Context: an optimization exercise on an open-source flow, tuned for small area. The choices shown serve that exercise and are no tape-out recipe. The RTL was checked by simulation tests, not by an equivalence proof against the original design.

File: flow/config.mk
export PLATFORM = sky130hd
export DESIGN_NAME = ball_controller
export DESIGN_NICKNAME = ball_controller
export VERILOG_FILES = /design/flow/design.v
export SDC_FILE = /design/flow/constraint.sdc
export NUM_CORES = 4
export LEC_CHECK = 0
export CAP_MARGIN = 20
export CORE_MARGIN = 2
export CORE_UTILIZATION = 40
export SLEW_MARGIN = 20
File: flow/constraint.sdc
create_clock -name core_clock -period 25.0 [get_ports {clk}]
set_input_delay 5.0000 -clock core_clock [delete_from_list [all_inputs] [get_ports {clk}]]
set_output_delay 5.0000 -clock core_clock [all_outputs]
set_load 0.01 [all_outputs]
File: flow/design.v
package ball_pkg;
	localparam int COORD_W = 10;
	localparam int DIST_W = 22;
	typedef logic [COORD_W-1:0] coord_t;
	typedef struct packed {
		coord_t x;
		coord_t y;
	} ball_pos_t;
	typedef logic [2:0] dir_t;
	localparam dir_t north = 3'd0;
	localparam dir_t northeast = 3'd1;
	localparam dir_t east = 3'd2;
	localparam dir_t southeast = 3'd3;
	localparam dir_t south = 3'd4;
	localparam dir_t southwest = 3'd5;
	localparam dir_t west = 3'd6;
	localparam dir_t northwest = 3'd7;
	typedef struct packed {
		logic flip_x;
		logic flip_y;
	} bounce_t;
	localparam coord_t FIELD_LEFT = 10'd150;
	localparam coord_t FIELD_RIGHT = 10'd661;
	localparam coord_t FIELD_TOP = 10'd36;
	localparam coord_t FIELD_BOTTOM = 10'd510;
	localparam coord_t SERVE_X = 10'd463;
	localparam coord_t SERVE_Y = 10'd275;
	localparam dir_t SERVE_DIR = southwest;
	localparam coord_t PLAYER1_X = 10'd240;
	localparam coord_t PLAYER2_X = 10'd560;
	localparam coord_t GOAL_ROW_BLUE = 10'd450;
	localparam coord_t GOAL_ROW_RED = 10'd100;
	localparam coord_t GOAL_COL0 = 10'd300;
	localparam coord_t GOAL_COL1 = 10'd400;
	localparam coord_t GOAL_COL2 = 10'd500;
	function automatic logic goes_east(dir_t d);
		goes_east = (d == 3'd1) || (d == 3'd2) || (d == 3'd3);
	endfunction
	function automatic logic goes_west(dir_t d);
		goes_west = (d == 3'd7) || (d == 3'd6) || (d == 3'd5);
	endfunction
	function automatic logic goes_north(dir_t d);
		goes_north = (d == 3'd7) || (d == 3'd0) || (d == 3'd1);
	endfunction
	function automatic logic goes_south(dir_t d);
		goes_south = (d == 3'd5) || (d == 3'd4) || (d == 3'd3);
	endfunction
	function automatic dir_t mirror_x(dir_t d);
		case (d)
			3'd1: mirror_x = 3'd7;
			3'd2: mirror_x = 3'd6;
			3'd3: mirror_x = 3'd5;
			3'd7: mirror_x = 3'd1;
			3'd6: mirror_x = 3'd2;
			3'd5: mirror_x = 3'd3;
			default: mirror_x = d;
		endcase
	endfunction
	function automatic dir_t mirror_y(dir_t d);
		case (d)
			3'd0: mirror_y = 3'd4;
			3'd1: mirror_y = 3'd3;
			3'd7: mirror_y = 3'd5;
			3'd4: mirror_y = 3'd0;
			3'd3: mirror_y = 3'd1;
			3'd5: mirror_y = 3'd7;
			default: mirror_y = d;
		endcase
	endfunction
	function automatic logic [DIST_W-1:0] sq_dist(ball_pos_t p, coord_t cx, coord_t cy);
		logic [DIST_W-1:0] dx;
		logic [DIST_W-1:0] dy;
		dx = (p.x > cx) ? DIST_W'(p.x - cx) : DIST_W'(cx - p.x);
		dy = (p.y > cy) ? DIST_W'(p.y - cy) : DIST_W'(cy - p.y);
		sq_dist = dx * dx + dy * dy;
	endfunction
endpackage
`timescale 1ns/1ps
module move_tick #(
	parameter int MOVE_PERIOD = 4
) (
	input  logic clk,
	input  logic rst,
	output logic tick
);
	localparam int CNT_W = (MOVE_PERIOD > 1) ? $clog2(MOVE_PERIOD) : 1;
	localparam logic [CNT_W-1:0] CNT_LAST = CNT_W'(MOVE_PERIOD - 1);
	logic [CNT_W-1:0] cnt;
	always_ff @(posedge clk) begin
		if (rst) begin
			cnt <= '0;
		end else if (cnt == CNT_LAST) begin
			cnt <= '0;
		end else begin
			cnt <= cnt + 1'b1;
		end
	end
	assign tick = (cnt == CNT_LAST);
endmodule
`timescale 1ns/1ps
module ball_motion #(
	parameter int BALL_RADIUS = 8
) (
	input  logic      clk,
	input  logic      rst,
	input  logic      tick,
	input  logic      serve,
	input  ball_pkg::bounce_t   bounce,
	output ball_pkg::ball_pos_t pos,
	output ball_pkg::dir_t      dir
);
	localparam ball_pkg::coord_t BOUND_LEFT = ball_pkg::coord_t'(ball_pkg::FIELD_LEFT + BALL_RADIUS);
	localparam ball_pkg::coord_t BOUND_RIGHT = ball_pkg::coord_t'(ball_pkg::FIELD_RIGHT - BALL_RADIUS);
	localparam ball_pkg::coord_t BOUND_TOP = ball_pkg::coord_t'(ball_pkg::FIELD_TOP + BALL_RADIUS);
	localparam ball_pkg::coord_t BOUND_BOTTOM = ball_pkg::coord_t'(ball_pkg::FIELD_BOTTOM - BALL_RADIUS);
	ball_pkg::dir_t      dir_wall;
	ball_pkg::dir_t      dir_next;
	ball_pkg::ball_pos_t pos_next;
	always_comb begin
		dir_wall = dir;
		if ((pos.y >= BOUND_BOTTOM && ball_pkg::goes_south(dir)) ||
			(pos.y <= BOUND_TOP && ball_pkg::goes_north(dir))) begin
			dir_wall = ball_pkg::mirror_y(dir_wall);
		end
		if ((pos.x <= BOUND_LEFT && ball_pkg::goes_west(dir)) ||
			(pos.x >= BOUND_RIGHT && ball_pkg::goes_east(dir))) begin
			dir_wall = ball_pkg::mirror_x(dir_wall);
		end
		dir_next = dir_wall;
		if (bounce.flip_x) begin
			dir_next = ball_pkg::mirror_x(dir_next);
		end
		if (bounce.flip_y) begin
			dir_next = ball_pkg::mirror_y(dir_next);
		end
		pos_next = pos;
		if (ball_pkg::goes_east(dir_next)) begin
			pos_next.x = pos.x + 1'b1;
		end else if (ball_pkg::goes_west(dir_next)) begin
			pos_next.x = pos.x - 1'b1;
		end
		if (ball_pkg::goes_south(dir_next)) begin
			pos_next.y = pos.y + 1'b1;
		end else if (ball_pkg::goes_north(dir_next)) begin
			pos_next.y = pos.y - 1'b1;
		end
	end
	logic [1:0]     serve_sel;
	ball_pkg::dir_t serve_dir;
	always_comb begin
		case (serve_sel)
			2'd0: serve_dir = ball_pkg::SERVE_DIR;
			2'd1: serve_dir = ball_pkg::northeast;
			2'd2: serve_dir = ball_pkg::northwest;
			default: serve_dir = ball_pkg::southeast;
		endcase
	end
	always_ff @(posedge clk) begin
		if (rst) begin
			pos.x <= ball_pkg::SERVE_X;
			pos.y <= ball_pkg::SERVE_Y;
			dir <= ball_pkg::SERVE_DIR;
			serve_sel <= 2'd1;
		end else if (serve) begin
			pos.x <= ball_pkg::SERVE_X;
			pos.y <= ball_pkg::SERVE_Y;
			dir <= serve_dir;
			serve_sel <= serve_sel + 1'b1;
		end else if (tick) begin
			pos <= pos_next;
			dir <= dir_next;
		end
	end
endmodule
`timescale 1ns/1ps
module player_contact #(
	parameter int BALL_RADIUS = 8,
	parameter int PLAYER_RADIUS = 20
) (
	input  logic      clk,
	input  logic      rst,
	input  logic      tick,
	input  ball_pkg::ball_pos_t pos,
	input  ball_pkg::dir_t      dir,
	input  ball_pkg::coord_t    team1_pos,
	input  ball_pkg::coord_t    team2_pos,
	output ball_pkg::bounce_t   bounce
);
	localparam logic [ball_pkg::DIST_W-1:0] TOUCH_LIM = ball_pkg::DIST_W'((BALL_RADIUS + PLAYER_RADIUS + 1) ** 2);
	logic [ball_pkg::DIST_W-1:0] dist1;
	logic [ball_pkg::DIST_W-1:0] dist2;
	logic              touch;
	logic              horiz;
	logic              fire;
	logic              hit_latch;
	assign dist1 = ball_pkg::sq_dist(pos, ball_pkg::PLAYER1_X, team1_pos);
	assign dist2 = ball_pkg::sq_dist(pos, ball_pkg::PLAYER2_X, team2_pos);
	assign touch = (dist1 < TOUCH_LIM) || (dist2 < TOUCH_LIM);
	assign fire = touch && !hit_latch;
	assign horiz = ball_pkg::goes_east(dir) || ball_pkg::goes_west(dir);
	assign bounce.flip_x = fire && horiz;
	assign bounce.flip_y = fire && !horiz;
	always_ff @(posedge clk) begin
		if (rst) begin
			hit_latch <= 1'b0;
		end else if (tick) begin
			hit_latch <= touch;
		end
	end
endmodule
`timescale 1ns/1ps
module serve_control #(
	parameter int BALL_RADIUS = 8,
	parameter int GOAL_RADIUS = 20
) (
	input  logic       clk,
	input  logic       rst,
	input  ball_pkg::ball_pos_t  pos,
	input  logic [3:0] buttons,
	output logic       serve,
	output logic       score_team1,
	output logic       score_team2
);
	localparam logic [ball_pkg::DIST_W-1:0] GOAL_LIM = ball_pkg::DIST_W'((GOAL_RADIUS - BALL_RADIUS) ** 2);
	logic in_blue;
	logic in_red;
	logic goal_hit;
	logic serve_req;
	assign in_blue = (ball_pkg::sq_dist(pos, ball_pkg::GOAL_COL0, ball_pkg::GOAL_ROW_BLUE) < GOAL_LIM) ||
		(ball_pkg::sq_dist(pos, ball_pkg::GOAL_COL1, ball_pkg::GOAL_ROW_BLUE) < GOAL_LIM) ||
		(ball_pkg::sq_dist(pos, ball_pkg::GOAL_COL2, ball_pkg::GOAL_ROW_BLUE) < GOAL_LIM);
	assign in_red = (ball_pkg::sq_dist(pos, ball_pkg::GOAL_COL0, ball_pkg::GOAL_ROW_RED) < GOAL_LIM) ||
		(ball_pkg::sq_dist(pos, ball_pkg::GOAL_COL1, ball_pkg::GOAL_ROW_RED) < GOAL_LIM) ||
		(ball_pkg::sq_dist(pos, ball_pkg::GOAL_COL2, ball_pkg::GOAL_ROW_RED) < GOAL_LIM);
	assign goal_hit = (in_blue || in_red) && !serve;
	assign serve_req = &buttons;
	always_ff @(posedge clk) begin
		if (rst) begin
			serve <= 1'b0;
			score_team1 <= 1'b0;
			score_team2 <= 1'b0;
		end else begin
			serve <= serve_req || goal_hit;
			score_team1 <= in_red && !serve;
			score_team2 <= in_blue && !serve;
		end
	end
endmodule
`timescale 1ns/1ps
module ball_controller #(
	parameter int BALL_RADIUS = 8,
	parameter int PLAYER_RADIUS = 20,
	parameter int GOAL_RADIUS = 20,
	parameter int MOVE_PERIOD = 4
) (
	input  logic       clk,
	input  logic       rst,
	input  logic [9:0] team1_pos,
	input  logic [9:0] team2_pos,
	input  logic [3:0] buttons,
	output logic [19:0] ball_pos,
	output logic       score_team1,
	output logic       score_team2
);
	logic    tick;
	logic    serve;
	ball_pkg::bounce_t bounce;
	ball_pkg::dir_t    dir;
	ball_pkg::ball_pos_t pos;
	assign ball_pos = pos;
	move_tick #(
		.MOVE_PERIOD(MOVE_PERIOD)
	) move_tick_inst (
		.clk (clk),
		.rst (rst),
		.tick(tick)
	);
	ball_motion #(
		.BALL_RADIUS(BALL_RADIUS)
	) ball_motion_inst (
		.clk   (clk),
		.rst   (rst),
		.tick  (tick),
		.serve (serve),
		.bounce(bounce),
		.pos   (pos),
		.dir   (dir)
	);
	player_contact #(
		.BALL_RADIUS  (BALL_RADIUS),
		.PLAYER_RADIUS(PLAYER_RADIUS)
	) player_contact_inst (
		.clk      (clk),
		.rst      (rst),
		.tick     (tick),
		.pos      (pos),
		.dir      (dir),
		.team1_pos(team1_pos),
		.team2_pos(team2_pos),
		.bounce   (bounce)
	);
	serve_control #(
		.BALL_RADIUS(BALL_RADIUS),
		.GOAL_RADIUS(GOAL_RADIUS)
	) serve_control_inst (
		.clk        (clk),
		.rst        (rst),
		.pos        (pos),
		.buttons    (buttons),
		.serve      (serve),
		.score_team1(score_team1),
		.score_team2(score_team2)
	);
endmodule
File: flow/run.sh
#!/bin/bash
# synth_recipe.tcl (not shown) runs the flow's synth.tcl, then flattens the netlist and writes it again
# the make line also repeats each setting of config.mk as NAME=value (left out here)
make -C /OpenROAD-flow-scripts/flow DESIGN_CONFIG=/design/flow/config.mk WORK_HOME=/design/flow/orfs CLKGATE_MAP_FILE= SYNTH_SCRIPT=/design/flow/synth_recipe.tcl finish
==> notes.md <==
- The run finished with no timing, DRC or antenna violations.
- Standard-cell row count: 138
- Final setup margin: 3.52 ns
- Detailed placement HPWL: 126 mm
- Synthesis instantiated 95 different standard cells from the library.
* Number of cells traversed by the worst register-to-register path: 64
* Number of synthesized flops with an enable pin: 0
- In the routed design, unresolved DRC markers number 0.
* Effective utilization at floorplan: 40.2%
- Startpoint-to-endpoint class of the critical path: in2reg
- Of all flip-flops after synthesis, the portion carrying an async set or reset was 0%.
- Global routing finished with a remaining overflow of 0.
* Total number of yosys warnings: 4
- Clock network latency to the later pin of the worst-skew pair: 0.31 ns
- After filler insertion, the fill cell instance count of the layout stands at 14000.
- Detailed routing inserted a total of 40600 vias.
* Setup TNS: 0 ns
* Number of global-route vias before repair: 44000
- At the pin with the least slew margin, the transition time is 1.12 ns.
- Number of nets with antenna violations after routing: 0
* Number of port buffers: 47
- At the worst endpoint, the required time is 25.16 ns.
- Maximum clock frequency: 46.6 MHz
- TritonCTS built the clock tree.
* Post-cts hold buffer count: 0
- Signal arrival time at the worst endpoint: 21.64 ns
- Placement Cell Area: 59700 um^2
* Maximum number of pins on one net before global-route repair: 38
* Clock-pin slew reported for the worst setup and hold paths after clock tree synthesis: 0.06 ns
- Count of TritonRoute iterations in the first routing pass: 7
- Detail-routed via count per cell: 4.93
* Cell Count, Final, Fillers Out: 8236
- Max incr delay on CP: 0.83 ns
- CTS root buf: clkbuf_16
- For this block, the initial DRC count from the detailed router was 2200.
* Maximum buffer depth of the clock tree: 2
- Largest fanout of any net on the critical path: 16
- In this run the mean area of a mapped cell was 9.02 um^2.
* Post-place setup slack: 3.42 ns
* Global-route wire length before repair: 234 mm
- For this block, the routed nets add up to 140 mm of wire.
- The synthesized design contains 31 register bits.
- Placed insts: 8227
* Setup repair after global routing missed its margin: false
- After layout, the minimum clock period comes to 21.48 ns.
- Synthesized instance count: 6279
* Post-cts sizing count: 0
* CTS sink cnt: 31
- Ratio of final minimum period to clock period: 85.9%
- Height of the chip: 380 um
* Combined area of all synthesized cells: 56700 um^2
- Most instantiated flip-flop cell in the synthesis netlist: dfxtp_1
- Count of boundary I/O pins: 48
- Along the worst hold path, the cell count comes to 1.
- Routed WL per cell: 17.0 um
- The final hold violation count came to 0.
* Post-synthesis sequential area ratio: 1.10%
* CORE AREA: 141000 um^2
- Horizontal extent of the die: 380 um
* Antenna violations before repair: 5
* Deepest level of the CTS H-tree: 2
* Slew HR: 24.8%
- Buffers added to address setup during post-CTS repair amount to 0.
- Between clock sinks in the finished design, the worst skew comes to 0.0250 ns.
* Layout-stage area growth over the synthesis result: 5.74%
- STA classifies the critical path endpoint as a flop.
- The max-slew violation count was 0.
- Launching element type of the critical path: input pin
- RePlAce Congestion: 0.908
* Final cell area excluding filler cells: 59900 um^2
- CTS Buf Count: 5
- Among all stages on the critical path, the largest delay is contributed by a2111oi_1.
- The final layout contains 8410 nets.
* Overall Global Routing Usage: 20.1%
- The post-route netlist has 2.27% of its cells at a drive strength greater than 1.
- Area of the die: 145000 um^2
* Number of failing setup endpoints in the final timing report: 0
* Hold Crit Class: reg2reg
- Across the run, the number of max-cap violations was 0.
## path summary, 6_finish.rpt
path                                 from                 endpoint  slack, ns
hold / removal      move_tick_inst.cnt[0]    move_tick_inst.cnt[0]       0.43
hold reg to reg     move_tick_inst.cnt[0]    move_tick_inst.cnt[0]       0.43
setup reg to reg  ball_motion_inst.pos[0]  ball_motion_inst.pos[9]       7.70
setup / recovery             team1_pos[7]  ball_motion_inst.pos[9]       3.52
## layout by cell type, fill, tap and decap left out, types with 36 or more instances in the layout
master,instances
nand2_1,332
xor2_1,98
mux2i_1,37
a21oi_1,202
a21o_1,102
clkdlybuf4s50_1,47
nand2b_1,57
nor2b_1,52
nor3_1,82
o21ai_0,138
buf_4,55
xnor2_1,334
nand3_1,36
nor2_1,443
ha_1,817
fa_1,1223
inv_1,1741
## per-layer routing
metal | GRT usage [%] | vias to the layer above | wire length [um] | part of all wire [%]
li1 | - | 19300 | - | -
met1 | 27.6 | 20500 | 63000 | 45
met2 | 35.3 | 707 | 69700 | 50
met3 | 1.20 | 109 | 4970 | 3.5
met4 | 3.05 | 2 | 2250 | 1.6
met5 | 0 | - | 13 | 0.0093
## registers in the layout, indices dropped and copies added (netlist names)
name and flops:
ball_motion_inst.serve_sel 2, serve_control_inst.serve 1, move_tick_inst.cnt 2, ball_motion_inst.pos 20, ball_motion_inst.dir 3, player_contact_inst.hit_latch 1
serve_control_inst.score_team1 1, serve_control_inst.score_team2 1
## cells in the mapped netlist, types with 8 or more instances
master | count | area share (%)
o21bai_1 | 19 | 0.25
dfxtp_1 | 31 | 1.1
nand4_1 | 18 | 0.20
nor2b_1 | 52 | 0.57
a211oi_1 | 30 | 0.40
mux2_2 | 11 | 0.22
a221o_1 | 10 | 0.18
a31oi_1 | 24 | 0.26
nor2_1 | 443 | 2.9
nor4_1 | 21 | 0.23
or2_2 | 27 | 0.30
xnor2_1 | 337 | 5.2
o21a_1 | 33 | 0.44
a21oi_1 | 202 | 1.8
o31ai_1 | 18 | 0.24
nand3_1 | 36 | 0.32
clkbuf_1 | 63 | 0.42
o31a_1 | 8 | 0.12
or3_1 | 13 | 0.14
a21boi_0 | 14 | 0.19
clkinv_1 | 10 | 0.066
inv_1 | 1741 | 12
a21o_1 | 102 | 1.4
o211ai_1 | 19 | 0.25
o21ai_0 | 138 | 1.2
ha_1 | 817 | 18
nand2_1 | 332 | 2.2
a31o_2 | 15 | 0.23
fa_1 | 1223 | 43
nor3_1 | 82 | 0.72
nand2b_1 | 57 | 0.63
mux2i_1 | 37 | 0.65
and3_1 | 17 | 0.19
and2_1 | 29 | 0.32
xor2_1 | 99 | 1.5
## worst max-delay path: cells and delay by family
kind            cells  cell delay (ns)
compound gates     19             5.33
fa+ha+maj          13             5.27
simple gates       13             2.24
buf+inv             8             1.50
xor+xnor            4             1.15
mux                 4             1.12
## cell families (layout without fill, tap and decap cells)
| family | count (synthesis) | count (layout) | share of synthesized area [%] |
|---|---|---|---|
| flops | 31 | 31 | 1.10 |
| simple gates | 1159 | 1159 | 9.23 |
| other cells | 2 | 36 | 0.0133 |
| compound gates | 722 | 722 | 8.34 |
| mux | 52 | 52 | 0.972 |
| buf+inv | 1832 | 1865 | 12.2 |
| fa+ha+maj | 2040 | 2040 | 61.3 |
| xor+xnor | 441 | 441 | 6.92 |
## cell type report
| class | instances | area (um^2) | area share (%) |
|---|---|---|---|
| Multi-Input combinational cell | 4448 | 49300 | 82.3 |
| Inverter | 1756 | 6600 | 11.0 |
| Timing Repair Buffer | 102 | 883 | 1.47 |
| Sequential cell | 31 | 622 | 1.04 |
| Clock inverter | 1 | 5.00 | 0.00835 |
| Tap cell | 1890 | 2360 | 3.95 |
| Clock buffer | 6 | 139 | 0.232 |
| Antenna cell | 2 | 5.00 | 0.00835 |
## through the flow
stage / hold WS, ns / util [%]
final: 0.428 / 42.5
after global routing: 0.455 / 42.5
after CTS: 0.431 / 42.5
after detailed placement: 0.423 / 42.3
after global placement: 0.416 / 42.3
after floorplan: 0.404 / -

-- port drivers added, routing unchanged --
The results above use ideal ports. As a check the final layout listed here was re-extracted and re-timed, cells and wires unchanged.
Step 1 assumes that a clkbuf_16 drives the clock port and a buf_2 every other input.
Step 2, shift: input delay + t, output delay - t, t = (earliest + latest rising clock arrival at the registers) / 2. This alone moves slack from input paths to output paths.
Three values: ideal ports, drivers, drivers and shift; two values: the first two.
t (ns): 0.358
setup WS [ns]: 3.523 / 3.507 / 3.148
slew at the worst register clock pin (ns): 0.08 / 0.08
worst slew at a driven data input, ns: 0.14
cell pins on the clock port's net: 1
After both steps this run still meets setup and hold. The setup slack of this run moves by -0.016 ns with the drivers and by -0.375 ns with both steps.
